Context: an optimization exercise on an open-source flow, tuned for small area, a short achievable clock period and few clock cycles. The choices shown serve that exercise and are no tape-out recipe.
Only simulation tests tie the RTL to the original design; equivalence was not proved.
Power and IR drop assume default switching activity.

File: design/flow/run.sh
#!/bin/bash
# synth_recipe.tcl (not shown) runs the flow's synth.tcl, then flattens the netlist and writes it again
# the make line also repeats each setting of config.mk as NAME=value (left out here)
make -C /OpenROAD-flow-scripts/flow DESIGN_CONFIG=/design/flow/config.mk WORK_HOME=/design/flow/orfs CLKGATE_MAP_FILE= SYNTH_SCRIPT=/design/flow/synth_recipe.tcl finish
File: design/flow/config.mk
export PLATFORM = sky130hd
export DESIGN_NAME = icache_nway
export DESIGN_NICKNAME = icache_nway
export VERILOG_FILES = /design/flow/design.v
export SDC_FILE = /design/flow/constraint.sdc
export NUM_CORES = 4
export LEC_CHECK = 0
export CAP_MARGIN = 20
export CORE_MARGIN = 2
export CORE_UTILIZATION = 40
export SLEW_MARGIN = 20
File: design/flow/constraint.sdc
create_clock -name core_clock -period 8.5 [get_ports {clk}]
set_input_delay 1.7000 -clock core_clock [delete_from_list [all_inputs] [get_ports {clk}]]
set_output_delay 1.7000 -clock core_clock [all_outputs]
set_load 0.01 [all_outputs]
File: design/flow/design.v
module icache_nway #(
    parameter int WAYS = 2,
    parameter int SETS = 8
) (
    input  logic         clk,
    input  logic         rst,
    input  logic         mem_read,
    input  logic [15:0]  mem_address,
    output logic [15:0]  mem_rdata,
    output logic         mem_resp,
    output logic         l2_read,
    output logic [15:0]  l2_address,
    input  logic [127:0] l2_rdata,
    input  logic         l2_resp
    ,
    input  logic         flush
);
    localparam int IW = $clog2(SETS);
    localparam int TW = 12 - IW;
    localparam int WW = $clog2(WAYS);
    localparam int PW = (WAYS == 4) ? 3 : 1;
    typedef enum logic {IDLE, FILL} state_t;
    state_t state, state_nxt;
    logic [SETS-1:0] valid    [WAYS];
    logic [TW-1:0]   tag_arr  [WAYS][SETS];
    logic [127:0]    data_arr [WAYS][SETS];
    logic [PW-1:0]   plru     [SETS];
    logic [11:0]   line_q;
    logic [WW-1:0] victim_q;
    logic [IW-1:0] idx, fill_idx;
    logic [TW-1:0] tag;
    logic [2:0]    word;
    logic          unused_bit;
    assign tag        = mem_address[15:4+IW];
    assign idx        = mem_address[4+IW-1:4];
    assign word       = mem_address[3:1];
    assign fill_idx   = line_q[IW-1:0];
    assign unused_bit = mem_address[0];
    logic          hit;
    logic [WW-1:0] hit_way;
    logic [127:0]  hit_line;
    always_comb begin
        hit      = 1'b0;
        hit_way  = '0;
        hit_line = '0;
        for (int w = 0; w < WAYS; w++) begin
            if (valid[w][idx] && tag_arr[w][idx] == tag) begin
                hit      = 1'b1;
                hit_way  = WW'(w);
                hit_line = data_arr[w][idx];
            end
        end
    end
    assign mem_rdata  = hit_line[{word, 4'b0000} +: 16];
    assign l2_address = {line_q, 4'b0000};
    logic [WW-1:0] plru_way, victim;
    logic [PW-1:0] plru_hit_nxt, plru_fill_nxt;
    generate
        if (WAYS == 4) begin : g_tree
            logic [2:0] cur, fcur;
            assign cur      = plru[idx];
            assign fcur     = plru[fill_idx];
            assign plru_way = cur[0] ? {1'b1, cur[2]} : {1'b0, cur[1]};
            always_comb begin
                plru_hit_nxt    = cur;
                plru_hit_nxt[0] = ~hit_way[1];
                if (hit_way[1]) plru_hit_nxt[2] = ~hit_way[0];
                else            plru_hit_nxt[1] = ~hit_way[0];
            end
            always_comb begin
                plru_fill_nxt    = fcur;
                plru_fill_nxt[0] = ~victim_q[1];
                if (victim_q[1]) plru_fill_nxt[2] = ~victim_q[0];
                else             plru_fill_nxt[1] = ~victim_q[0];
            end
        end else begin : g_bit
            assign plru_way      = plru[idx];
            assign plru_hit_nxt  = ~hit_way;
            assign plru_fill_nxt = ~victim_q;
        end
    endgenerate
    always_comb begin
        victim = plru_way;
        for (int w = WAYS - 1; w >= 0; w--) begin
            if (!valid[w][idx]) victim = WW'(w);
        end
    end
    logic do_hit, do_miss, do_fill, flush_now;
    always_comb begin
        state_nxt = state;
        do_hit    = 1'b0;
        do_miss   = 1'b0;
        do_fill   = 1'b0;
        mem_resp  = 1'b0;
        l2_read   = 1'b0;
        case (state)
            IDLE: begin
                if (mem_read) begin
                    if (hit) begin
                        mem_resp = 1'b1;
                        do_hit   = 1'b1;
                    end else begin
                        do_miss   = 1'b1;
                        state_nxt = FILL;
                    end
                end
            end
            FILL: begin
                l2_read = 1'b1;
                if (l2_resp) begin
                    do_fill   = 1'b1;
                    state_nxt = IDLE;
                end
            end
            default: state_nxt = IDLE;
        endcase
    end
    logic flush_pend;
    assign flush_now = (state == IDLE) && (flush || flush_pend);
    always_ff @(posedge clk or posedge rst) begin
        if (rst) begin
            flush_pend <= 1'b0;
        end else if (state == FILL && flush) begin
            flush_pend <= 1'b1;
        end else if (flush_now) begin
            flush_pend <= 1'b0;
        end
    end
    always_ff @(posedge clk or posedge rst) begin
        if (rst) begin
            state    <= IDLE;
            line_q   <= '0;
            victim_q <= '0;
            for (int w = 0; w < WAYS; w++) valid[w] <= '0;
            for (int s = 0; s < SETS; s++) plru[s] <= '0;
        end else begin
            state <= state_nxt;
            if (do_miss) begin
                line_q   <= {tag, idx};
                victim_q <= victim;
            end
            if (do_fill) begin
                valid[victim_q][fill_idx] <= 1'b1;
                plru[fill_idx]            <= plru_fill_nxt;
            end
            if (do_hit) plru[idx] <= plru_hit_nxt;
            if (flush_now) begin
                for (int w = 0; w < WAYS; w++) valid[w] <= '0;
                for (int s = 0; s < SETS; s++) plru[s] <= '0;
            end
        end
    end
    always_ff @(posedge clk) begin
        if (do_fill) begin
            tag_arr[victim_q][fill_idx]  <= line_q[11:IW];
            data_arr[victim_q][fill_idx] <= l2_rdata;
        end
    end
endmodule
==> notes.md, run 1 <==
warning count from the yosys run 3; hold-critical path depth 2; share of flip-flops with an asynchronous set or reset after synthesis 1.75%; clock tree buffer depth 3; all-layer global routing usage 18.7%; dominant cell type by area after synthesis edfxtp_1; Worst Setup End Kind output port; unrepaired setup endpoints after global routing false; switching power 4.82 mW; count of instances resized after the clock tree is built 0; top cell type's share of synthesized area 77.0%; Min-Delay Path Class reg -> reg; number of fill cells 17500; logic depth of the worst setup path including buffers 14; minimum hold slack 0.484 ns; power share of the clock group 39.7%; crit-path max cell delay 0.68 ns; post-synthesis cell area 85400 um^2; Switching Fraction 21.2%; number of instances in the synthesized netlist 3549; ranking of synthesized cells by area edfxtp_1 77%, mux4_2 17%, dfrtp_1 1.1%; estimated wirelength of the detail-placed design 105 mm; arrival time reported for the critical path endpoint 6.67 ns; startpoint class of the critical path primary input; final clock skew 0.0437 ns; kind of cell with the highest combined delay on the critical path simple AND/OR/NAND/NOR gates; DRT iter0 DRCs 4192; number of hold-slack violations in the final timing report 0; worst reg2reg setup slack 4.84 ns; fraction of layout instances using a drive strength above 1 26.5%; Pleak 30.2 nW; Tcrit/Tclk final 98.5%; Reg-to-Reg End data_arr[0][17]; router iterations before antenna repair 5; number of top-level pins 183; number of antenna violations at the first check in global routing 54; Placer Congestion 0.745; leading cell type in the layout, fill and taps excluded edfxtp_1; total of buffers placed on input and output ports 177; Post-Route Setup TNS 0 ns; worst ir drop on vdd 0.204 mV; Rows 169; CTS tree yes; slowest library cell on the worst path or4_1; synth-to-layout area growth 14.5%; startpoint of the worst setup timing path mem_address[6]; flops & latches, synth 2231; depth of the CTS H-tree 4; cts bufs inserted 213; routed via count divided by cell count 5.69; measured slew at the worst slew-check pin 1.11 ns; Reg2Reg Launch Point victim_q; worst path required time 6.80 ns; GRT overflow 0; largest fanout on the critical path 32; classification of the worst setup path in -> out; number of remaining DRC errors 0; Critical Path Sink mem_rdata[13]; share of power burned in combinational logic 5.5%; P per Cell Area 233 nW/um^2; wire length of the first global-routing pass 292 mm; sum of buffers and inverters on the critical path 4; CP dominant cell by count buf_12; sequential fraction of the synthesis area 78.2%; Final Slew Violations 0; number of global-route vias before repair 40200; outcome finished clean; core region area 212000 um^2; fraction of power consumed by sequential logic 54.8%; DR WL/cell 29.6 um; dominant register cell in the synthesized netlist edfxtp_1; number of distinct library cells after synthesis 56; effective utilization at floorplan 40.2%; mean instance size in the synthesized netlist 24.1 um^2; maximum number of pins on one net before global-route repair 128; normalized max-slew margin 25.3%; maxcap violations 0; buffer count from post-CTS setup fixing 0; Sink Count 2231; Cell Chain, Critical Path buf_8 > nor2_1 > a22oi_1 > and4_1 > o21ai_0 > and4bb_1 > and3_4 > buf_12 > buf_12 > mux4_2 > o22ai_1 > or4_1 > a21oi_1 > clkdlybuf4s50_1; chip height 466 um; total internal power 17.9 mW; clock latency on the worst-skew pair 0.85 ns; peak clock frequency supported by timing 0.119 GHz; detailed-route via count 39100; quantity of hold-fixing buffers added after cts 0; Final ANT Viol Nets 0; NumNets Final 4027; most used cells in the layout excluding fill and tap cells 2192 x edfxtp_1, 639 x mux4_2, 217 x clkbuf_16, 173 x clkdlybuf4s50_1, 93 x mux2i_1; post-layout minimum cycle time 8.37 ns; register clock-pin slew on the reported worst setup and hold paths 0.06 ns; FF-to-FF path depth 5; cell at the root of the clock tree clkbuf_16; Die X-Extent 466 um; Final setup violation count 0; die footprint 217000 um^2; Final Routed Wirelength 204 mm; EDFF count, synth 2192
sequential cells by signal (all words and copies together) (netlist names):
signal,cells
victim_q,1
flush_pend,1
line_q,12
tag_arr,144
valid,16
data_arr,2048
plru,8
state,1
stage by stage:
step           power [mW]  utilization [%]  setup slack (ns)  instances  instance area [um^2]
2_1_floorplan        13.4                -           -0.0617       3552                 85500
3_3_place_gp         14.0             43.0            0.0786       6478                 91300
3_5_place_dp         14.0             43.0            0.0937       6478                 91300
4_1_cts              23.0             46.1            0.0843       6862                 97800
5_1_grt              23.5             46.1            0.0166       6870                 97800
6_report             22.8             46.1             0.131       6875                 97800
worst min path at each step:
stage / startpoint / endpoint
after floorplan: flush_pend / flush_pend
after global placement: flush_pend / flush_pend
after detailed placement: flush_pend / flush_pend
after CTS: flush_pend / flush_pend
after global routing: valid[1][5] / valid[1][5]
final: flush_pend / flush_pend
power groups by stage:
stage	clock [mW]	combinational, mW	sequential, mW
after floorplan	0	0.712	12.7
after global placement	0	1.26	12.7
after detailed placement	0	1.28	12.7
after CTS	9.20	1.28	12.5
after global routing	9.63	1.35	12.5
final	9.02	1.26	12.5
cells in the mapped netlist, drive strengths merged (2+ instances only):
cell type     n
edfxtp     2192
mux4        640
clkbuf      122
mux2i        93
buf          69
nor2         62
nand2        43
dfrtp        39
o21ai        34
a21oi        33
o22ai        30
nand3        28
a31oi        16
mux2         15
a221o        11
or4          11
xor2          9
inv           7
nor2b         7
xnor2         7
a211oi        6
a21o          6
ha            6
o211ai        6
or2           6
a2111oi       5
o21bai        5
o311ai        5
nand4         4
and2          3
nand2b        3
nor3          3
nor3b         3
nor4          3
and3          2
nor4b         2
o21a          2
or3           2
routing by layer:
| metal | global-route usage (%) | vias up | part of all wire, % |
|---|---|---|---|
| li1 | - | 16000 | - |
| met1 | 26.8 | 21500 | 43 |
| met2 | 28.8 | 1246 | 48 |
| met3 | 4.41 | 311 | 7.0 |
| met4 | 5.28 | 44 | 2.1 |
| met5 | 0 | - | 0.14 |
worst register-to-register path: stages, from the launching register on:
cell     delay, ns
dfrtp_1       0.58
inv_1         0.48
nand2_1       0.43
nor2_4        0.27
buf_4         0.57
buf_4         0.88
cells by family (layout without fill, tap and decap cells):
family                   after synthesis  count (layout)  synth area share [%]
AO/OA/AOI/OAI                        163             163                  1.22
XOR/XNOR                              16              16                 0.164
adder cells (fa/ha/maj)                6               6                0.0879
buffers and inverters                199             688                  1.12
flip-flops                          2231            2231                  78.2
multiplexers                         748             748                  18.2
other                                  1              17               0.00439
AND/OR/NAND/NOR                      185             185                  1.06
area by class of cell:
class	instances	area [um^2]	share of cell area, %
clock inverters	121	922	0.943
inverters	8	30.0	0.0307
clock buffers	263	5610	5.74
multi-input cells	1122	17800	18.2
flip-flops and latches	2231	66800	68.3
diodes	13	32.5	0.0332
repair buffers	296	3060	3.13
well taps	2821	3530	3.61
Testbench counts, summed over its fixed seeds: cycles 30,366.
==> run 2, diff against run 1 <==
==> design/flow/design.v (replaced) <==
module icache_nway #(
    parameter int WAYS = 2,
    parameter int SETS = 8
) (
    input  logic         clk,
    input  logic         rst,
    input  logic         mem_read,
    input  logic [15:0]  mem_address,
    output logic [15:0]  mem_rdata,
    output logic         mem_resp,
    output logic         l2_read,
    output logic [15:0]  l2_address,
    input  logic [127:0] l2_rdata,
    input  logic         l2_resp
    ,
    input  logic         flush
);
    localparam int IW   = $clog2(SETS);
    localparam int TW   = 12 - IW;
    logic [SETS-1:0] valid0, valid1;
    logic [SETS-1:0] lru;                  
    logic [TW-1:0]   tag0  [SETS];
    logic [TW-1:0]   tag1  [SETS];
    logic [127:0]    ring0 [SETS];
    logic [127:0]    ring1 [SETS];
    logic [IW-1:0]   rot;
    logic [127:0]    pend;
    logic            pend_way;
    logic [IW-1:0]   pend_set;
    logic            pend_valid;
    logic            victim_q;
    logic [IW-1:0] idx;
    logic [TW-1:0] tag;
    logic [2:0]    word;
    logic          unused_bit;
    assign tag        = mem_address[15:4+IW];
    assign idx        = mem_address[4+IW-1:4];
    assign word       = mem_address[3:1];
    assign unused_bit = mem_address[0];
    logic hit0, hit1, hit;
    assign hit0 = valid0[idx] && tag0[idx] == tag;
    assign hit1 = valid1[idx] && tag1[idx] == tag;
    assign hit  = hit0 || hit1;
    logic [127:0] line0, line1;
    always_comb begin
        line0 = '0;
        line1 = '0;
        for (int p = 0; p < SETS; p++) begin
            if (IW'(p) - rot == idx) begin
                line0 = line0 | ring0[p];
                line1 = line1 | ring1[p];
            end
        end
    end
    logic pend0, pend1;
    assign pend0 = pend_valid && !pend_way && pend_set == idx;
    assign pend1 = pend_valid &&  pend_way && pend_set == idx;
    logic [15:0] word0, word1, wordp, wordl2;
    assign word0  = line0[{word, 4'b0000} +: 16];
    assign word1  = line1[{word, 4'b0000} +: 16];
    assign wordp  = pend[{word, 4'b0000} +: 16];
    assign wordl2 = l2_rdata[{word, 4'b0000} +: 16];
    logic s0, s1, sp;
    assign s0 = hit0 && !pend0;
    assign s1 = hit1 && !pend1;
    assign sp = (hit0 && pend0) || (hit1 && pend1);
    assign mem_rdata = ({16{s0}} & word0) | ({16{s1}} & word1) | ({16{sp}} & wordp)
                     | ({16{l2_resp}} & wordl2);
    logic [IW-1:0] ins_set;
    logic          drain;
    assign ins_set = IW'(SETS - 1) - rot;
    assign drain   = pend_valid && pend_set == ins_set;
    logic block;
    assign block = pend_valid && !drain;
    assign mem_resp   = mem_read && (hit || l2_resp);
    assign l2_read    = mem_read && !hit && !block;
    assign l2_address = {mem_address[15:4], 4'b0000};
    logic victim;
    assign victim = valid0[idx] ? (valid1[idx] ? lru[idx] : 1'b1) : 1'b0;
    always_ff @(posedge clk) victim_q <= victim;
    logic fill;
    assign fill = mem_read && l2_resp;
    logic flush_now;
    assign flush_now = flush;
    always_ff @(posedge clk or posedge rst) begin
        if (rst) begin
            valid0 <= '0;
            valid1 <= '0;
            lru    <= '0;
        end else if (flush_now) begin
            valid0 <= '0;
            valid1 <= '0;
            lru    <= '0;
        end else begin
            if (fill) begin
                if (victim_q) valid1[idx] <= 1'b1;
                else          valid0[idx] <= 1'b1;
                lru[idx] <= !victim_q;
            end else if (mem_read && hit) begin
                lru[idx] <= !hit1;
            end
        end
    end
    always_ff @(posedge clk or posedge rst) begin
        if (rst) begin
            rot        <= '0;
            pend_valid <= 1'b0;
        end else begin
            rot <= rot + 1'b1;
            if (fill)       pend_valid <= 1'b1;
            else if (drain) pend_valid <= 1'b0;
        end
    end
    always_ff @(posedge clk) begin
        if (fill) begin
            if (victim_q) tag1[idx] <= tag;
            else          tag0[idx] <= tag;
            pend     <= l2_rdata;
            pend_way <= victim_q;
            pend_set <= idx;
        end
    end
    always_ff @(posedge clk) begin
        ring0[0] <= (drain && !pend_way) ? pend : ring0[SETS-1];
        ring1[0] <= (drain &&  pend_way) ? pend : ring1[SETS-1];
        for (int p = 1; p < SETS; p++) begin
            ring0[p] <= ring0[p-1];
            ring1[p] <= ring1[p-1];
        end
    end
endmodule
==> run 2 against run 1 <==
  * Largest power group unchanged
  * Area after synthesis decreased by 18%
  * Largest cell class unchanged
  * Count of clock-buffer cells in the layout increased by 54
  * Cell area decreased by 16%
  * Critical path type unchanged
==> notes.md, run 2 <==
startpoint of the worst setup timing path mem_address[4]; total of buffers placed on input and output ports 177 (unchanged); peak clock frequency supported by timing 0.131 GHz (+10%); Reg2Reg Launch Point rot[2]; classification of the worst setup path in -> out; all-layer global routing usage 20.2% (+1.5 points); met3 Resource Use GR 3.12% (-1.3 points); Final Routed Wirelength 185 mm (-9.4%); Worst Setup End Kind output port; fraction of layout instances using a drive strength above 1 18.2% (-8.2 points); DRT iter0 DRCs 3528 (-16%); fraction of power consumed by sequential logic 53.0% (-1.8 points); GR met2 Demand/Resource 33.6% (+4.8 points); leading cell type in the layout, fill and taps excluded dfxtp_1; chip height 422 um (-9.5%); ranking of synthesized cells by area dfxtp_1 59%, edfxtp_1 12%, a221oi_1 8.1%; GRT overflow 0 (unchanged); routed via count divided by cell count 5.72 (+0.62%); cell types with the highest counts after synthesis 2049 x dfxtp_1, 645 x a221oi_1, 297 x mux2_2, 276 x edfxtp_1, 260 x a22o_1; Sink Count 2353 (+5.5%); number of top-level pins 183 (unchanged); router iterations before antenna repair 8 (+3); DR WL/cell 25.3 um (-15%); number of global-route vias before repair 43600 (+8.5%); buffer count from post-CTS setup fixing 0 (unchanged); number of distinct library cells after synthesis 69 (+23%); Rows 153 (-9.5%); CTS tree yes; detailed-route via count 41700 (+6.8%); EDFF count, synth 276 (-87%); unrepaired setup endpoints after global routing false; P per Cell Area 295 nW/um^2 (+27%); met1 track utilization from global routing 26.5% (-0.30 points); synth-to-layout area growth 17.7%; measured slew at the worst slew-check pin 1.10 ns (-0.00794 ns); post-synthesis cell area 69900 um^2 (-18%); startpoint class of the critical path primary input; end-of-flow core utilization 47.3% (+1.2 points); dominant cell type by area after synthesis dfxtp_1; Switching Fraction 22.4% (+1.2 points); worst ir drop on vdd 0.177 mV (-13%); warning count from the yosys run 3 (unchanged); effective utilization at floorplan 40.2% (about the same); cell at the root of the clock tree clkbuf_16; largest fanout on the critical path 32 (unchanged); flops & latches, synth 2353 (+5.5%); die footprint 178000 um^2 (-18%); top flop regs ring0 (1024), ring1 (1024), pend (128); worst reg2reg setup slack 5.40 ns (+0.56 ns); register clock-pin slew on the reported worst setup and hold paths 0.07 ns (about the same); maxcap violations 0 (unchanged); Final Slew Violations 0 (unchanged); final clock skew 0.0587 ns (+0.0150 ns); most frequent cell after synthesis dfxtp_1; top cell type's share of synthesized area 58.7% (-18 points); total internal power 18.8 mW (+5.0%); FF-to-FF path depth 5 (unchanged); NumNets Final 4935 (+23%); normalized max-slew margin 26.1% (+0.75 points); cts bufs inserted 215 (+0.94%); Min-Delay Path Class reg -> reg; estimated wirelength of the detail-placed design 109 mm (+3.6%); mean instance size in the synthesized netlist 15.1 um^2 (-37%); sequential fraction of the synthesis area 71.5% (-6.6 points); core region area 174000 um^2 (-18%); Critical Path Sink mem_rdata[12]; Post-Route Setup TNS 0 ns (unchanged); depth of the CTS H-tree 4 (unchanged); number of antenna violations at the first check in global routing 16 (-70%); share of power burned in combinational logic 4.8% (-0.7 points); number of instances in the synthesized netlist 4620 (+30%); Reg-to-Reg End ring1[0][92]; Tcrit/Tclk final 89.5% (-9.0 points); Finished Layout Cells 7298 (+6.2%); arrival time reported for the critical path endpoint 5.91 ns (-0.76 ns); Die X-Extent 422 um (-9.5%); clock tree buffer depth 3 (unchanged); Pleak 30.6 nW (+1.3%); share of flip-flops with an asynchronous set or reset after synthesis 1.19% (-0.56 points); post-layout minimum cycle time 7.61 ns (-0.764 ns); GRT Max-Usage Layer met2; worst path required time 6.80 ns (about the same); Final ANT Viol Nets 0 (unchanged); Placer Congestion 0.790 (+6.0%); Final setup violation count 0 (unchanged); wire length of the first global-routing pass 277 mm (-5.1%); dominant register cell in the synthesized netlist dfxtp_1; count of placed standard cells including taps 6889 (+6.3%); number of hold-slack violations in the final timing report 0 (unchanged); outcome finished clean; power share of the clock group 42.2% (+2.5 points); number of remaining DRC errors 0 (unchanged); clock latency on the worst-skew pair 0.86 ns (about the same); quantity of hold-fixing buffers added after cts 0 (unchanged); maximum number of pins on one net before global-route repair 102 (-20%); count of instances resized after the clock tree is built 0 (unchanged); most used cells in the layout excluding fill and tap cells 2049 x dfxtp_1, 645 x a221oi_1, 297 x mux2_2, 276 x edfxtp_1, 260 x a22o_1; switching power 5.44 mW (+13%); total power consumption of the routed design 24.3 mW (+6.6%)
==> run 2: changes by cell type in the layout (fill, tap and decap cells not counted), sizes merged, moves of 73 or more <==
cell / before / now
mux2i: 93 / 20
a221o: 11 / 259
a22o: 1 / 260
mux4: 640 / 90
dfxtp: 0 / 2049
a221oi: 0 / 647
edfxtp: 2192 / 276
mux2: 15 / 297
==> run 2: worst min path at each step <==
stage               cells after the start       endpoint  slack (ns)           from
floorplan                               0    ring0[6][0]        0.33    ring0[5][0]
global placement                        0  ring1[3][122]        0.33  ring1[2][122]
detailed placement                      0    ring0[5][2]        0.34    ring0[4][2]
CTS                                     0   ring0[5][19]        0.31   ring0[4][19]
global route                            0   ring0[5][19]        0.32   ring0[4][19]
finish                                  0   ring0[5][19]        0.30   ring0[4][19]
==> run 2: metrics by stage <==
stage	hold WS, ns	setup WS [ns]	cell area, um^2
CTS	0.309	0.841	82300
finish	0.302	0.894	82300
global route	0.316	0.648	82300
floorplan	0.331	2.10	69900
global placement	0.331	0.837	74500
detailed placement	0.336	0.810	74500
==> run 2: cell type report <==
type,count,area [um^2]
multi-input combinational,1893,18400
clock inverter,86,1240
sequential,2353,50000
fill,15100,91600
inverter,17,73.8
timing repair buffer,301,3170
antenna,6,15.0
tap,2325,2910
clock buffer,317,6490
==> run 2: worst max-delay path, stage by stage <==
cell	delay [ns]
buf_2	0.57
buf_12	0.29
xnor2_2	0.27
nor3_2	0.12
buf_12	0.21
buf_4	0.25
a221o_1	0.39
a221oi_1	0.27
a221oi_1	0.17
nor4_1	0.54
nor2_1	0.09
a211o_1	0.30
clkdlybuf4s50_1	0.67
==> run 2: layer usage <==
layer | up-vias | part of all wire (%)
met2 | 1345 | 48
li1 | 18600 | -
met5 | - | 0
met1 | 21500 | 43
met3 | 312 | 5.1
met4 | 0 | 3.2
==> run 2: logic make-up after synthesis <==
logic type	count (synthesis)	share of synthesized area, %
flip-flops	2353	71.5
AO/OA/AOI/OAI	1258	16.1
multiplexers	407	8.04
buffers and inverters	377	2.39
AND/OR/NAND/NOR	184	1.35
XOR/XNOR	35	0.492
adder cells (fa/ha/maj)	5	0.0895
other	1	0.00537
==> run 2: power by group through the flow <==
| stage | registers [mW] | logic (mW) | clock network (mW) |
|---|---|---|---|
| after floorplan | 12.9 | 0.740 | 0 |
| after global placement | 13.0 | 1.16 | 0 |
| after detailed placement | 13.1 | 1.17 | 0 |
| after CTS | 12.8 | 1.18 | 10.4 |
| after global routing | 13.0 | 1.25 | 10.9 |
| final | 12.9 | 1.17 | 10.2 |
Testbench counts of run 2, summed over its fixed seeds: cycles 28,626.
==> run 3, diff against run 2 <==
--- a/design/flow/config.mk
+++ b/design/flow/config.mk
@@ -8,4 +8,5 @@
 export CAP_MARGIN = 20
 export CORE_MARGIN = 2
 export CORE_UTILIZATION = 40
+export SETUP_SLACK_MARGIN = 3.0
 export SLEW_MARGIN = 20
==> run 3 against run 2 <==
  * Routed wire length is 10% higher
  * Non-clock buffer count increased by 153
  * Core utilization grew 3.2 points
  * Clock skew grew 0.0095 ns
  * Critical endpoint unchanged
  * Synthesized cell count stayed put
  * Largest power group unchanged
  * Register-to-register slack worse by 0.60 ns
==> notes.md, run 3 <==
Final Slew Violations 0 (unchanged); mean instance size in the synthesized netlist 15.1 um^2 (unchanged); Min-Delay Path Class reg -> reg; outcome finished clean; quantity of hold-fixing buffers added after cts 0 (unchanged); final clock skew 0.0682 ns (+0.00947 ns); Sink Count 2353 (unchanged); dominant cell type by area after synthesis dfxtp_1; EDFF count, synth 276 (unchanged); largest fanout on the critical path 7 (-78%); Tcrit/Tclk final 76.8% (-13 points); number of distinct library cells after synthesis 69 (unchanged); Pleak 33.1 nW (+8.0%); top flop regs ring0 (1024), ring1 (1024), pend (128); worst reg2reg setup slack 4.80 ns (-0.60 ns); Finished Layout Cells 7456 (+2.2%); number of top-level pins 183 (unchanged); worst min-delay path endpoint ring1[4][99]; fraction of layout instances using a drive strength above 1 28.2% (+10 points); DR WL/cell 27.2 um (+7.7%); Worst Setup End Kind output port; leading cell type in the layout, fill and taps excluded dfxtp_1; number of antenna violations at the first check in global routing 18 (+2); crit-path max cell delay 0.41 ns (-0.26 ns); depth of the CTS H-tree 4 (unchanged); maximum number of pins on one net before global-route repair 88 (-14%); arrival time reported for the critical path endpoint 4.83 ns (-1.08 ns); startpoint class of the critical path primary input; normalized max-slew margin 22.6% (-3.4 points); classification of the worst setup path in -> out; cell types with the highest counts after synthesis 2049 x dfxtp_1, 645 x a221oi_1, 297 x mux2_2, 276 x edfxtp_1, 260 x a22o_1; worst path required time 6.80 ns (about the same); clock tree buffer depth 3 (unchanged); dominant register cell in the synthesized netlist dfxtp_1; hold-critical path depth 0 (unchanged); switching power 5.69 mW (+4.6%); post-synthesis cell area 69900 um^2 (unchanged); router iterations before antenna repair 6 (-2); Reg-to-Reg End ring0[0][62]; slowest library cell on the worst path nor4_2; number of global-route vias before repair 44400 (+1.9%); ranking of synthesized cells by area dfxtp_1 59%, edfxtp_1 12%, a221oi_1 8.1%; CP dominant cell by count buf_16; all-layer global routing usage 21.8% (+1.6 points); total of buffers placed on input and output ports 177 (unchanged); NumNets Final 5092 (+3.2%); Final ANT Viol Nets 0 (unchanged); synth-to-layout area growth 25.6%; clock latency on the worst-skew pair 0.88 ns (+0.02 ns); flops & latches, synth 2353 (unchanged); FF-to-FF path depth 5 (unchanged); register clock-pin slew on the reported worst setup and hold paths 0.06 ns (about the same); Switching Fraction 23.2% (+0.82 points); sequential fraction of the synthesis area 71.5% (unchanged); top cell type's share of synthesized area 58.7% (unchanged); post-layout minimum cycle time 6.53 ns (-1.07 ns); warning count from the yosys run 3 (unchanged); detailed-route via count 43200 (+3.6%); die footprint 178000 um^2 (unchanged); core region area 174000 um^2 (unchanged); share of power burned in combinational logic 6.0% (+1.2 points); CTS tree yes; sum of buffers and inverters on the critical path 9 (+4); P per Cell Area 279 nW/um^2 (-5.5%); number of remaining DRC errors 0 (unchanged); worst ir drop on vdd 0.245 mV (+38%); launch instance of the worst min-delay path ring1[3][99]; routed via count divided by cell count 5.80 (+1.4%); GRT overflow 0 (unchanged); most frequent cell after synthesis dfxtp_1; most used cells in the layout excluding fill and tap cells 2049 x dfxtp_1, 328 x a221oi_1, 303 x a221oi_2, 297 x mux2_2, 276 x edfxtp_1; fraction of power consumed by sequential logic 52.8% (-0.2 points); estimated wirelength of the detail-placed design 109 mm (-0.21%); Reg2Reg Launch Point rot[2]; wire length of the first global-routing pass 295 mm (+6.4%); unrepaired setup endpoints after global routing true; count of placed standard cells including taps 6876 (-0.19%); Cell Chain, Critical Path buf_16 > buf_16 > xnor2_4 > nor3_4 > buf_12 > buf_16 > buf_16 > buf_12 > buf_8 > buf_16 > a221o_1 > a221oi_2 > a221oi_2 > nor4_2 > o21ai_1 > a211o_1 > buf_6; number of instances in the synthesized netlist 4620 (unchanged); peak clock frequency supported by timing 0.153 GHz (+16%); measured slew at the worst slew-check pin 1.16 ns (+0.0525 ns); effective utilization at floorplan 40.2% (unchanged); share of flip-flops with an asynchronous set or reset after synthesis 1.19% (unchanged); cts bufs inserted 215 (unchanged); chip height 422 um (unchanged); logic depth of the worst setup path including buffers 17 (+4); maxcap violations 0 (unchanged); Post-Route Setup TNS 0 ns (unchanged); Final setup violation count 0 (unchanged); cell at the root of the clock tree clkbuf_16; Rows 153 (unchanged); Final Routed Wirelength 203 mm (+10%); total internal power 18.8 mW (-0.19%); DRT iter0 DRCs 3511 (-0.48%); kind of cell with the highest combined delay on the critical path buffers and inverters; Die X-Extent 422 um (unchanged); number of hold-slack violations in the final timing report 0 (unchanged); power share of the clock group 41.3% (-0.9 points); Placer Congestion 0.815 (+3.2%)
run 3: cell count changes in the layout (fill, tap and decap cells not counted), moves of 29 or more:
| cell | delta |
|---|---|
| a221oi_1 | -317 |
| a221oi_2 | +301 |
| buf_16 | +54 |
| buf_6 | +36 |
| buf_4 | +35 |
| nor4_1 | -29 |
run 3: layout make-up:
| cell class | count | area [um^2] |
|---|---|---|
| clock buffer | 320 | 6460 |
| antenna | 12 | 30.0 |
| timing repair buffer | 454 | 6200 |
| inverter | 17 | 75.1 |
| clock inverter | 78 | 1120 |
| sequential | 2353 | 50000 |
| tap | 2325 | 2910 |
| multi-input combinational | 1897 | 21000 |
| fill | 14300 | 86000 |
run 3: metrics by stage:
stage	hold slack [ns]	total power [mW]	util, %	setup WS [ns]	instance area, um^2
finish	0.300	24.5	50.5	1.97	87800
global route	0.308	25.2	50.5	1.92	87800
CTS	0.300	24.5	49.7	2.01	86400
detailed placement	0.336	14.2	42.8	0.622	74500
global placement	0.331	14.2	42.8	0.636	74500
floorplan	0.331	13.6	-	3.00	70000
run 3: what timing repair did:
action                                  in CTS  in global routing
endpoints found under the setup margin      18                 18
setup buffers                               85                 32
gates resized for setup                    481                172
pin swaps                                   99                 88
gates cloned                                45                  8
run 3: logic make-up after synthesis:
logic type / Yosys count / synth area share [%]
XOR/XNOR: 35 / 0.492
adder cells (fa/ha/maj): 5 / 0.0895
AND/OR/NAND/NOR: 184 / 1.35
buffers and inverters: 377 / 2.39
multiplexers: 407 / 8.04
other: 1 / 0.00537
flip-flops: 2353 / 71.5
AO/OA/AOI/OAI: 1258 / 16.1
run 3: worst max path at each step:
| stage | from | endpoint | slack (ns) |
|---|---|---|---|
| floorplan | mem_address[6] | mem_rdata[10] | 3.00 |
| global placement | mem_address[4] | mem_rdata[8] | 0.64 |
| detailed placement | mem_address[4] | mem_rdata[8] | 0.62 |
| CTS | mem_address[4] | mem_rdata[8] | 2.01 |
| global route | mem_address[4] | mem_rdata[12] | 1.92 |
| finish | mem_address[4] | mem_rdata[12] | 1.97 |
run 3: layer usage:
metal,vias up,global-route usage (%),share of wire [%]
met2,1483,36.3,48
met4,2,9.83,4.4
met5,-,0,0.0064
li1,19000,-,-
met3,396,3.33,5.1
met1,22300,28.0,42
run 3: power by group through the flow:
| stage | Sequential, mW | Combinational, mW | Clock (mW) |
|---|---|---|---|
| after global placement | 13.0 | 1.15 | 0 |
| after CTS | 12.9 | 1.39 | 10.2 |
| after global routing | 13.0 | 1.53 | 10.7 |
| after detailed placement | 13.1 | 1.15 | 0 |
| after floorplan | 12.9 | 0.743 | 0 |
| final | 12.9 | 1.46 | 10.1 |
==> run 4, diff against run 3 <==
--- a/design/flow/config.mk
+++ b/design/flow/config.mk
@@ -5,8 +5,9 @@
 export SDC_FILE = /design/flow/constraint.sdc
 export NUM_CORES = 4
 export LEC_CHECK = 0
+export ABC_CLOCK_PERIOD_IN_PS = 3000
 export CAP_MARGIN = 20
 export CORE_MARGIN = 2
 export CORE_UTILIZATION = 40
-export SETUP_SLACK_MARGIN = 3.0
+export SETUP_SLACK_MARGIN = 3.5
 export SLEW_MARGIN = 20
==> run 4 against run 3 <==
  * Critical path depth is 2 lower
  * Still clean on timing, DRC and antenna
  * First-iteration DRC count is 4.3% lower
  * Critical endpoint is now mem_rdata[11]
  * Cell area is 0.82% lower
  * Die area stayed put
  * Core utilization is 0.42 points lower
  * Hold slack better by 0.032 ns
  * Maximum frequency is 3.1% higher
  * Combinational power hardly changed
  * Synthesized cell count stayed put
==> notes.md, run 4 <==
outcome finished clean; top cell type's share of synthesized area 58.7% (unchanged); dominant register cell in the synthesized netlist dfxtp_1; cell at the root of the clock tree clkbuf_16; Die X-Extent 422 um (unchanged); Placer Congestion 0.803 (-1.6%); instance area after placement 74900 um^2 (+0.56%); Final Slew Violations 0 (unchanged); worst ir drop on vdd 0.189 mV (-23%); measured slew at the worst slew-check pin 1.10 ns (-0.0526 ns); cell types with the highest counts after synthesis 2049 x dfxtp_1, 645 x a221oi_1, 297 x mux2_2, 276 x edfxtp_1, 260 x a22o_1; clock latency on the worst-skew pair 0.85 ns (-0.03 ns); final clock skew 0.0409 ns (-0.0272 ns); number of antenna violations at the first check in global routing 7 (-11); Pleak 32.6 nW (-1.4%); depth of the CTS H-tree 4 (unchanged); P per Cell Area 278 nW/um^2 (-0.27%); Tcrit/Tclk final 74.5% (-2.3 points); core region area 174000 um^2 (unchanged); number of distinct library cells after synthesis 69 (unchanged); routed via count divided by cell count 5.78 (-0.39%); FF-to-FF path depth 5 (unchanged); maximum number of pins on one net before global-route repair 85 (-3.4%); router iterations before antenna repair 6 (unchanged); total of buffers placed on input and output ports 177 (unchanged); most used cells in the layout excluding fill and tap cells 2049 x dfxtp_1, 355 x a221oi_2, 297 x mux2_2, 276 x edfxtp_1, 266 x a221oi_1; CTS tree yes; count of placed standard cells including taps 6888 (+0.17%); normalized max-slew margin 26.4% (+3.8 points); number of fill cells 14400 (+0.69%); register clock-pin slew on the reported worst setup and hold paths 0.06 ns (about the same); Final Routed Wirelength 197 mm (-3.2%); largest fanout on the critical path 20 (+13); number of global-route vias before repair 44800 (+0.91%); mean instance size in the synthesized netlist 15.1 um^2 (unchanged); Min-Delay Path Class reg -> reg; Worst Setup End Kind output port; final setup slack of the worst path 2.16 ns (+0.195 ns); leading cell type in the layout, fill and taps excluded dfxtp_1; hold-critical path depth 0 (unchanged); EDFF count, synth 276 (unchanged); number of remaining DRC errors 0 (unchanged); detailed-route via count 42700 (-1.2%); quantity of hold-fixing buffers added after cts 0 (unchanged); top flop regs ring0 (1024), ring1 (1024), pend (128); classification of the worst setup path in -> out; peak clock frequency supported by timing 0.158 GHz (+3.1%); finished layout cell area 87100 um^2 (-0.82%); number of hold-slack violations in the final timing report 0 (unchanged); NumNets Final 5036 (-1.1%); warning count from the yosys run 3 (unchanged); Post-Route Setup TNS 0 ns (unchanged); all-layer global routing usage 21.3% (-0.47 points); chip height 422 um (unchanged); unrepaired setup endpoints after global routing true; most frequent cell after synthesis dfxtp_1; worst path required time 6.80 ns (about the same); DRT iter0 DRCs 3360 (-4.3%); arrival time reported for the critical path endpoint 4.64 ns (-0.19 ns); clock tree buffer depth 3 (unchanged); estimated wirelength of the detail-placed design 108 mm (-0.24%); maxcap violations 0 (unchanged); flops & latches, synth 2353 (unchanged); GRT overflow 0 (unchanged); post-layout minimum cycle time 6.34 ns (-0.195 ns); wire length of the first global-routing pass 292 mm (-1.1%); post-synthesis cell area 69900 um^2 (unchanged); dominant cell type by area after synthesis dfxtp_1; sequential fraction of the synthesis area 71.5% (unchanged); fraction of layout instances using a drive strength above 1 28.9% (+0.64 points); Rows 153 (unchanged); Sink Count 2353 (unchanged); share of flip-flops with an asynchronous set or reset after synthesis 1.19% (unchanged); worst setup timing slack at the placement stage 0.790 ns (+0.168 ns); cts bufs inserted 213 (-0.93%); Finished Layout Cells 7394 (-0.83%); number of instances in the synthesized netlist 4620 (unchanged); Final ANT Viol Nets 0 (unchanged); die footprint 178000 um^2 (unchanged); synth-to-layout area growth 24.6%; number of top-level pins 183 (unchanged); effective utilization at floorplan 40.2% (unchanged); startpoint class of the critical path primary input; total power consumption of the routed design 24.2 mW (-1.1%); DR WL/cell 26.6 um (-2.4%); ranking of synthesized cells by area dfxtp_1 59%, edfxtp_1 12%, a221oi_1 8.1%; Final setup violation count 0 (unchanged)
-- run 4: layout make-up --
cell class	instances	area [um^2]	share of cell area (%)
Tap cell	2325	2910	3.34
Antenna cell	5	12.5	0.0144
Timing Repair Buffer	403	5240	6.02
Clock buffer	317	6340	7.28
Multi-Input combinational cell	1894	21600	24.7
Sequential cell	2353	50000	57.4
Clock inverter	80	935	1.07
Inverter	17	75.1	0.0862
-- run 4: worst max-delay path, cell delays in order --
cell and delay [ns]:
buf_16 0.14, buf_16 0.17, xnor2_4 0.19, nor3_4 0.07
buf_12 0.15, buf_16 0.16, buf_4 0.18, buf_16 0.17
a22o_1 0.24, a221oi_1 0.34, a221oi_2 0.13, nor4_2 0.43
o21ai_1 0.10, a211o_1 0.24, buf_2 0.15
-- run 4: repair_timing --
item	CTS	global route
pin swaps	112	69
buffers inserted	57	13
gates cloned	27	6
setup endpoints to repair	19	18
resized for setup	461	193
-- run 4: power breakdown --
group / switching, mW / internal, mW
sequential: 0.641 / 12.3
clock: 4.18 / 5.68
combinational: 0.737 / 0.691
total: 5.55 / 18.7
-- run 4: path summary, 6_finish.rpt --
check                               start            end  slack (ns)
setup / recovery           mem_address[5]  mem_rdata[11]        2.16
hold / removal                ring0[5][7]    ring0[6][7]        0.33
setup reg to reg                   rot[2]   ring0[0][43]        4.76
hold reg to reg               ring0[5][7]    ring0[6][7]        0.33
max in group asynchronous             rst         rot[0]        6.78
min in group asynchronous             rst         lru[1]        1.25
-- run 4: metal layers --
metal / vias to the layer above / wire [um] / GRT usage, %
met5: - / 13 / 0
met4: 2 / 7070 / 8.99
met3: 369 / 9480 / 3.06
met2: 1363 / 95900 / 36.1
met1: 22100 / 84100 / 27.3
li1: 18900 / - / -
-- run 4: logic make-up (layout without fill, tap and decap cells) --
kind of cell / count (synthesis) / count (layout) / synth area share [%]
flops: 2353 / 2353 / 71.5
compound gates: 1258 / 1258 / 16.1
mux: 407 / 407 / 8.04
buf+inv: 377 / 817 / 2.39
simple gates: 184 / 185 / 1.35
xor+xnor: 35 / 35 / 0.492
fa+ha+maj: 5 / 5 / 0.0895
other cells: 1 / 9 / 0.00537
-- run 4: stage by stage --
stage	utilization (%)	hold WS, ns
floorplan	-	0.331
CTS	49.3	0.330
detailed placement	43.1	0.336
global placement	43.1	0.331
finish	50.1	0.332
global route	50.1	0.340
==> run 5, diff against run 4 <==
--- a/design/flow/config.mk
+++ b/design/flow/config.mk
@@ -8,6 +8,8 @@
 export ABC_CLOCK_PERIOD_IN_PS = 3000
 export CAP_MARGIN = 20
 export CORE_MARGIN = 2
-export CORE_UTILIZATION = 40
+export CORE_UTILIZATION = 60
+export CTS_CLUSTER_DIAMETER = 80
+export CTS_CLUSTER_SIZE = 30
 export SETUP_SLACK_MARGIN = 3.5
 export SLEW_MARGIN = 20
==> run 5 against run 4 <==
  * Cell count is 14% lower
  * Sequential share of layout area increased by 4.4 points
  * Sequential cell count did not move
  * Largest cell class unchanged
  * Non-clock buffer count rose by 6
  * Area after synthesis stayed put
  * Clock power decreased by 45%
  * Still clean on timing, DRC and antenna
  * Power decreased by 19%
  * Clock skew is 0.018 ns lower
  * Sequential power about the same
  * Critical path depth down 1
  * Combinational power barely moved
  * Die area decreased by 33%
==> notes.md, run 5 <==
unrepaired setup endpoints after global routing true; normalized max-slew margin 21.5% (-4.9 points); slowest library cell on the worst path a211o_2; warning count from the yosys run 3 (unchanged); share of flip-flops with an asynchronous set or reset after synthesis 1.19% (unchanged); Sink Count 2353 (unchanged); Finished Layout Cells 6345 (-14%); DRT iter0 DRCs 3872 (+15%); clock latency on the worst-skew pair 0.72 ns (-0.13 ns); crit-path max cell delay 0.37 ns (-0.06 ns); worst ir drop on vdd 0.173 mV (-8.4%); multi-input gate area in the final layout 20800 um^2 (-3.3%); flops & latches, synth 2353 (unchanged); launch instance of the worst min-delay path ring1[0][86]; CTS tree yes; outcome finished clean; Final Slew Violations 0 (unchanged); die footprint 119000 um^2 (-33%); ranking of synthesized cells by area dfxtp_1 59%, edfxtp_1 12%, a221oi_1 8.1%; CP dominant cell by count buf_16; cts bufs inserted 90 (-58%); post-layout minimum cycle time 6.21 ns (-0.126 ns); P per Cell Area 244 nW/um^2 (-12%); Final setup violation count 0 (unchanged); Tcrit/Tclk final 73.1% (-1.5 points); chip height 345 um (-18%); total power consumption of the routed design 19.7 mW (-19%); wire length of the first global-routing pass 276 mm (-5.3%); Placer Congestion 0.828 (+3.2%); cell at the root of the clock tree clkbuf_16; share of power burned in combinational logic 7.1% (+1.2 points); Cell Chain, Critical Path buf_16 > buf_16 > xnor2_4 > nor3_4 > buf_8 > buf_12 > buf_16 > a221o_1 > a221oi_2 > a221oi_2 > nor4_2 > o21ai_1 > a211o_2 > buf_6; number of hold-slack violations in the final timing report 0 (unchanged); final clock skew 0.0231 ns (-0.0178 ns); register clock-pin slew on the reported worst setup and hold paths 0.11 ns (+0.05 ns); sequential fraction of the synthesis area 71.5% (unchanged); number of fill cells 7939 (-45%); number of distinct library cells after synthesis 69 (unchanged); GRT overflow 0 (unchanged); fraction of power consumed by sequential logic 65.4% (+12 points); number of global-route vias before repair 42700 (-4.7%); DR WL/cell 29.6 um (+12%); power share of the clock group 27.5% (-13 points); total internal power 15.1 mW (-19%); classification of the worst setup path in -> out; Pleak 30.2 nW (-7.4%); core region area 116000 um^2 (-33%); dominant register cell in the synthesized netlist dfxtp_1; router iterations before antenna repair 5 (-1); peak clock frequency supported by timing 0.161 GHz (+2.0%); maxcap violations 0 (unchanged); NumNets Final 4922 (-2.3%); top flop regs ring0 (1024), ring1 (1024), pend (128); total of buffers placed on input and output ports 177 (unchanged); clock tree buffer depth 3 (unchanged); Die X-Extent 345 um (-18%); EDFF count, synth 276 (unchanged); synth-to-layout area growth 15.7%; routed via count divided by cell count 6.61 (+14%); estimated wirelength of the detail-placed design 102 mm (-5.4%); dominant cell type by area after synthesis dfxtp_1; count of placed standard cells including taps 6089 (-12%); effective utilization at floorplan 60.3% (+20 points); detailed-route via count 42000 (-1.8%); startpoint of the worst setup timing path mem_address[4]; Reg2Reg Launch Point rot[2]; depth of the CTS H-tree 3 (-1); Post-Route Setup TNS 0 ns (unchanged); Min-Delay Path Class reg -> reg; post-synthesis cell area 69900 um^2 (unchanged); number of remaining DRC errors 0 (unchanged); maximum number of pins on one net before global-route repair 75 (-12%); Rows 125 (-18%); area occupied by registers 50000 um^2 (about the same); leading cell type in the layout, fill and taps excluded dfxtp_1; Final Routed Wirelength 188 mm (-4.3%); Worst Setup End Kind output port; fraction of layout instances using a drive strength above 1 23.9% (-5.0 points); most frequent cell after synthesis dfxtp_1; cell types with the highest counts after synthesis 2049 x dfxtp_1, 645 x a221oi_1, 297 x mux2_2, 276 x edfxtp_1, 260 x a22o_1; top cell type's share of synthesized area 58.7% (unchanged); largest fanout on the critical path 6 (-70%); measured slew at the worst slew-check pin 1.18 ns (+0.0739 ns); instance area after placement 73800 um^2 (-1.4%); worst path required time 6.80 ns (about the same); number of antenna violations at the first check in global routing 7 (unchanged); Final ANT Viol Nets 0 (unchanged); startpoint class of the critical path primary input; arrival time reported for the critical path endpoint 4.51 ns (-0.13 ns); number of instances in the synthesized netlist 4620 (unchanged); number of top-level pins 183 (unchanged); all-layer global routing usage 30.3% (+9.0 points); most used cells in the layout excluding fill and tap cells 2049 x dfxtp_1, 334 x a221oi_1, 306 x a221oi_2, 297 x mux2_2, 276 x edfxtp_1; Switching Fraction 23.5% (+0.53 points); switching power 4.62 mW (-17%); finished layout cell area 80900 um^2 (-7.2%); mean instance size in the synthesized netlist 15.1 um^2 (unchanged)
-- run 5: logic make-up (layout without fill, tap and decap cells) --
kind of cell,Yosys count,after routing,share of synthesized area (%)
adders and majority gates,5,5,0.0895
muxes,407,407,8.04
DFF,2353,2353,71.5
other,1,8,0.00537
AOI/OAI and AO/OA,1258,1258,16.1
and+or+nand+nor,184,188,1.35
xor gates and xnor gates,35,35,0.492
buffers and inverters,377,567,2.39
-- run 5: worst paths after layout --
kind	to	slack, ns	cells past startpoint
max	mem_rdata[4]	2.29	14
min	ring1[1][86]	0.34	0
max reg2reg	ring0[0][43]	4.96	5
min reg2reg	ring1[1][86]	0.34	0
max in group asynchronous	valid0[1]	6.71	2
min in group asynchronous	lru[0]	1.37	2
-- run 5: power by group through the flow --
stage	Combinational (mW)	Sequential, mW	Clock [mW]
final	1.41	12.9	5.41
after global routing	1.48	13.0	5.86
after CTS	1.33	12.8	5.49
after detailed placement	1.16	13.1	0
after global placement	1.15	13.0	0
after floorplan	0.760	12.9	0
-- run 5: layout make-up --
cell class                 instances  share of cell area [%]
multi-input combinational       1897                    25.8
clock buffer                     132                    3.10
inverter                          17                  0.0929
sequential                      2353                    61.9
tap                             1524                    2.36
timing repair buffer             409                    6.65
clock inverter                     9                   0.162
antenna                            4                  0.0124
-- run 5: what timing repair did --
| item | in CTS | in global routing |
|---|---|---|
| buffers inserted | 53 | 14 |
| gates cloned | 29 | 15 |
| resized for setup | 422 | 160 |
| pin swaps | 91 | 93 |
| setup endpoints to repair | 21 | 19 |
| hold buffers | 0 | 0 |
-- run 5: through the flow --
stage	hold WS (ns)	worst slack, ns	utilization, %
final	0.336	2.29	69.8
after global routing	0.340	2.21	69.8
after CTS	0.337	2.34	68.6
after detailed placement	0.335	0.888	63.7
after global placement	0.332	0.913	63.7
after floorplan	0.331	3.03	-
-- run 5: worst max-delay path: cells and delay by family --
family / cells / cell delay [ns]
simple gates: 2 / 0.44
xor+xnor: 1 / 0.25
compound gates: 5 / 1.19
buf+inv: 6 / 0.91
-- run 5: routing by layer --
| metal | GRT usage, % | routed length [um] | vias up |
|---|---|---|---|
| li1 | - | - | 18500 |
| met4 | 7.12 | 4610 | 8 |
| met2 | 47.8 | 85900 | 1529 |
| met5 | 0 | 206 | - |
| met1 | 44.7 | 85400 | 21700 |
| met3 | 4.13 | 11900 | 245 |
==> run 6, diff against run 5 <==
--- a/design/flow/config.mk
+++ b/design/flow/config.mk
@@ -5,10 +5,9 @@
 export SDC_FILE = /design/flow/constraint.sdc
 export NUM_CORES = 4
 export LEC_CHECK = 0
-export ABC_CLOCK_PERIOD_IN_PS = 3000
 export CAP_MARGIN = 20
 export CORE_MARGIN = 2
-export CORE_UTILIZATION = 60
+export CORE_UTILIZATION = 70
 export CTS_CLUSTER_DIAMETER = 80
 export CTS_CLUSTER_SIZE = 30
 export SETUP_SLACK_MARGIN = 3.5
==> run 6 against run 5 <==
  * Register-to-register slack improved by 0.13 ns
  * Via count rose by 3.6%
  * Power fell by 0.73%
  * Combinational power barely moved
  * Cell count fell by 3.9%
  * Global-route usage rose by 5.3 points
  * Still clean on timing, DRC and antenna
  * Count of clock-buffer cells in the layout fell by 3
  * Clock power fell by 3%
  * Synthesized cell count did not move
==> notes.md, run 6 <==
routed via count divided by cell count 7.13 (+7.8%); Critical Path Sink mem_rdata[6]; top flop regs ring0 (1024), ring1 (1024), pend (128); total of buffers placed on input and output ports 177 (unchanged); Rows 115 (-8.0%); Final Routed Wirelength 191 mm (+1.7%); leading cell type in the layout, fill and taps excluded dfxtp_1; fraction of layout instances using a drive strength above 1 23.9% (+0.056 points); dominant register cell in the synthesized netlist dfxtp_1; worst reg2reg setup slack 5.09 ns (+0.13 ns); outcome finished clean; core region area 98700 um^2 (-15%); warning count from the yosys run 3 (unchanged); Placer Congestion 0.817 (-1.4%); Sink Count 2353 (unchanged); Pleak 30.0 nW (-0.54%); Final ANT Viol Nets 0 (unchanged); logic depth of the worst setup path including buffers 11 (-3); slowest library cell on the worst path a221oi_1; Reg-to-Reg End ring0[0][73]; instance area after placement 73200 um^2 (-0.83%); register clock-pin slew on the reported worst setup and hold paths 0.11 ns (about the same); number of distinct library cells after synthesis 69 (unchanged); post-synthesis cell area 69900 um^2 (unchanged); number of hold-slack violations in the final timing report 0 (unchanged); Min-Delay Path Class reg -> reg; total power consumption of the routed design 19.6 mW (-0.73%); cell types with the highest counts after synthesis 2049 x dfxtp_1, 645 x a221oi_1, 297 x mux2_2, 276 x edfxtp_1, 260 x a22o_1; Reg2Reg Launch Point rot[2]; GRT Max-Usage Layer met2; GR met2 Demand/Resource 55.8% (+8.0 points); Cell Chain, Critical Path buf_16 > xor3_2 > and3_4 > buf_4 > buf_12 > a221oi_1 > a221oi_2 > nor4_2 > nor2_4 > a211o_1 > buf_6; clock latency on the worst-skew pair 0.73 ns (about the same); sequential fraction of the synthesis area 71.5% (unchanged); most frequent cell after synthesis dfxtp_1; met1 track utilization from global routing 51.1% (+6.4 points); post-layout minimum cycle time 6.24 ns (+0.0346 ns); final clock skew 0.0264 ns (+0.00324 ns); top cell type's share of synthesized area 58.7% (unchanged); cell at the root of the clock tree clkbuf_16; quantity of hold-fixing buffers added after cts 0 (unchanged); number of remaining DRC errors 0 (unchanged); normalized max-slew margin 23.1% (+1.6 points); kind of cell with the highest combined delay on the critical path compound AO/OA/AOI/OAI gates; share of flip-flops with an asynchronous set or reset after synthesis 1.19% (unchanged); peak clock frequency supported by timing 0.160 GHz (-0.56%); most used cells in the layout excluding fill and tap cells 2049 x dfxtp_1, 356 x a221oi_1, 297 x mux2_2, 289 x a221oi_2, 276 x edfxtp_1; worst path required time 6.80 ns (about the same); Worst Setup End Kind output port; FF-to-FF path depth 5 (unchanged); classification of the worst setup path in -> out; router iterations before antenna repair 7 (+2); number of instances in the synthesized netlist 4620 (unchanged); synth-to-layout area growth 15.0%; CTS tree yes; worst ir drop on vdd 0.216 mV (+25%); worst setup timing slack at the placement stage 0.846 ns (-0.0415 ns); detailed-route via count 43500 (+3.6%); ranking of synthesized cells by area dfxtp_1 59%, edfxtp_1 12%, a221oi_1 8.1%; arrival time reported for the critical path endpoint 4.54 ns (+0.03 ns); dominant cell type by area after synthesis dfxtp_1; startpoint of the worst setup timing path mem_address[6]; number of antenna violations at the first check in global routing 13 (+6); met3 Resource Use GR 6.76% (+2.6 points); clock tree buffer depth 3 (unchanged); DR WL/cell 31.4 um (+5.8%); wire length of the first global-routing pass 277 mm (+0.10%); GRT overflow 0 (unchanged); die footprint 102000 um^2 (-14%); sum of buffers and inverters on the critical path 4 (-2); Post-Route Setup TNS 0 ns (unchanged); DRT iter0 DRCs 4898 (+26%); P per Cell Area 243 nW/um^2 (-0.17%); measured slew at the worst slew-check pin 1.15 ns (-0.0234 ns); maxcap violations 0 (unchanged); mean instance size in the synthesized netlist 15.1 um^2 (unchanged); Die X-Extent 320 um (-7.3%); largest fanout on the critical path 39 (+33); NumNets Final 4920 (-0.041%); final setup slack of the worst path 2.26 ns (-0.0346 ns); depth of the CTS H-tree 3 (unchanged); Final Slew Violations 0 (unchanged); all-layer global routing usage 35.6% (+5.3 points); estimated wirelength of the detail-placed design 97.2 mm (-5.1%); number of top-level pins 183 (unchanged); startpoint class of the critical path primary input; Final setup violation count 0 (unchanged); maximum number of pins on one net before global-route repair 133 (+77%); effective utilization at floorplan 70.8% (+11 points); flops & latches, synth 2353 (unchanged); cts bufs inserted 88 (-2.2%); finished layout cell area 80400 um^2 (-0.56%); number of global-route vias before repair 43500 (+1.7%); unrepaired setup endpoints after global routing true; Tcrit/Tclk final 73.5% (+0.41 points); chip height 320 um (-7.3%); EDFF count, synth 276 (unchanged); crit-path max cell delay 0.53 ns (+0.16 ns)
[run 6: cell count changes in the layout (fill, tap and decap cells not counted), moves of 10 or more]
cell | before | now
buf_6 | 26 | 51
buf_4 | 107 | 89
a221oi_2 | 306 | 289
buf_16 | 33 | 43
a221oi_1 | 334 | 356
[run 6: layout make-up]
type / instances / area [um^2]
flip-flops and latches: 2353 / 50000
multi-input cells: 1897 / 20800
fillers: 5214 / 18300
repair buffers: 409 / 5450
clock buffers: 129 / 2400
well taps: 1287 / 1610
inverters: 17 / 80.1
clock inverters: 5 / 58.8
diodes: 2 / 5.00
[run 6: cell families (layout without fill, tap and decap cells)]
group | count (synthesis) | in the layout | share of synthesized area (%)
multiplexers | 407 | 407 | 8.04
AND/OR/NAND/NOR | 184 | 188 | 1.35
XOR/XNOR | 35 | 35 | 0.492
buffers and inverters | 377 | 560 | 2.39
adder cells (fa/ha/maj) | 5 | 5 | 0.0895
flip-flops | 2353 | 2353 | 71.5
AO/OA/AOI/OAI | 1258 | 1258 | 16.1
other | 1 | 6 | 0.00537
[run 6: metal layers]
layer | share of wire (%) | wire (um)
met1 | 42 | 80200
met3 | 8.9 | 17000
met4 | 3.2 | 6040
met2 | 46 | 87900
met5 | 0.050 | 96
[run 6: report_power, final]
group	switching [mW]	internal [mW]	leakage (nW)	total, mW
Combinational	0.742	0.682	9.05	1.42
Sequential	0.633	12.3	19.8	12.9
Clock	3.23	2.00	1.18	5.23
Total	4.61	15.0	30.0	19.6
[run 6: metrics by stage]
step	util, %	hold WS (ns)	instances
4_1_cts	80.1	0.347	6062
2_1_floorplan	-	0.331	4623
3_5_place_dp	74.2	0.335	5821
5_1_grt	81.4	0.355	6098
3_3_place_gp	74.1	0.332	5820
6_report	81.5	0.346	6099
[run 6: worst register-to-register path, stage by stage, from the launching register on]
cell and delay [ns]:
dfrtp_1 0.64, xnor2_1 0.13, nor3_1 0.51, and3_4 0.90, buf_12 0.57, mux2_2 0.56
[run 6: how the worst min path moves through the flow]
stage                  start             to  cells after the start
2_1_floorplan    ring0[5][0]    ring0[6][0]                      0
3_3_place_gp    ring0[5][85]   ring0[6][85]                      0
3_5_place_dp    ring0[4][20]   ring0[5][20]                      0
4_1_cts        ring0[4][106]  ring0[5][106]                      0
5_1_grt          ring0[1][8]    ring0[2][8]                      0
6_report        ring1[1][37]   ring1[2][37]                      0
[run 6: repair_timing]
action / CTS / global route
gates resized for setup: 441 / 189
setup buffers: 70 / 26
gates cloned: 37 / 9
setup endpoints to repair: 21 / 18
pin swaps: 100 / 66

==> what the ideal ports hide <==
Ports are ideal in the flow. The routed layouts listed here were re-timed in OpenROAD.
Step 1 (the two cells are an assumption about what drives the block):
set clk [get_ports {clk}]
set_driving_cell -lib_cell sky130_fd_sc_hd__clkbuf_16 $clk
set_driving_cell -lib_cell sky130_fd_sc_hd__buf_2 [delete_from_list [all_inputs] $clk]
Step 2, shift: input delay + t, output delay - t, t = (earliest + latest rising clock arrival at the registers) / 2. This alone moves slack from input paths to output paths.
Slacks: no drivers / after step 1 / after step 2; pairs: no drivers / after step 1.
run | t (ns) | slack for setup (ns) | worst setup path after step 2 | worst register clock-pin slew, ns | worst slew at a driven data input, ns
run 1 | 0.913 | 0.131 / 0.089 / 0.089 | input to output | 0.06 / 0.06 | 0.20
run 2 | 0.913 | 0.894 / 0.872 / 0.872 | input to output | 0.07 / 0.07 | 0.19
run 3 | 0.936 | 1.969 / 1.874 / 1.874 | input to output | 0.07 / 0.07 | 0.22
run 4 | 0.924 | 2.164 / 2.046 / 2.046 | input to output | 0.07 / 0.07 | 0.21
run 5 | 0.786 | 2.291 / 2.187 / 2.187 | input to output | 0.12 / 0.12 | 0.21
run 6 | 0.784 | 2.256 / 2.076 / 2.076 | input to output | 0.12 / 0.12 | 0.25
After both steps every run listed still meets setup and hold. For run 6, which loses most, drivers alone change the setup slack by -0.180 ns; drivers and shift together by -0.180 ns.
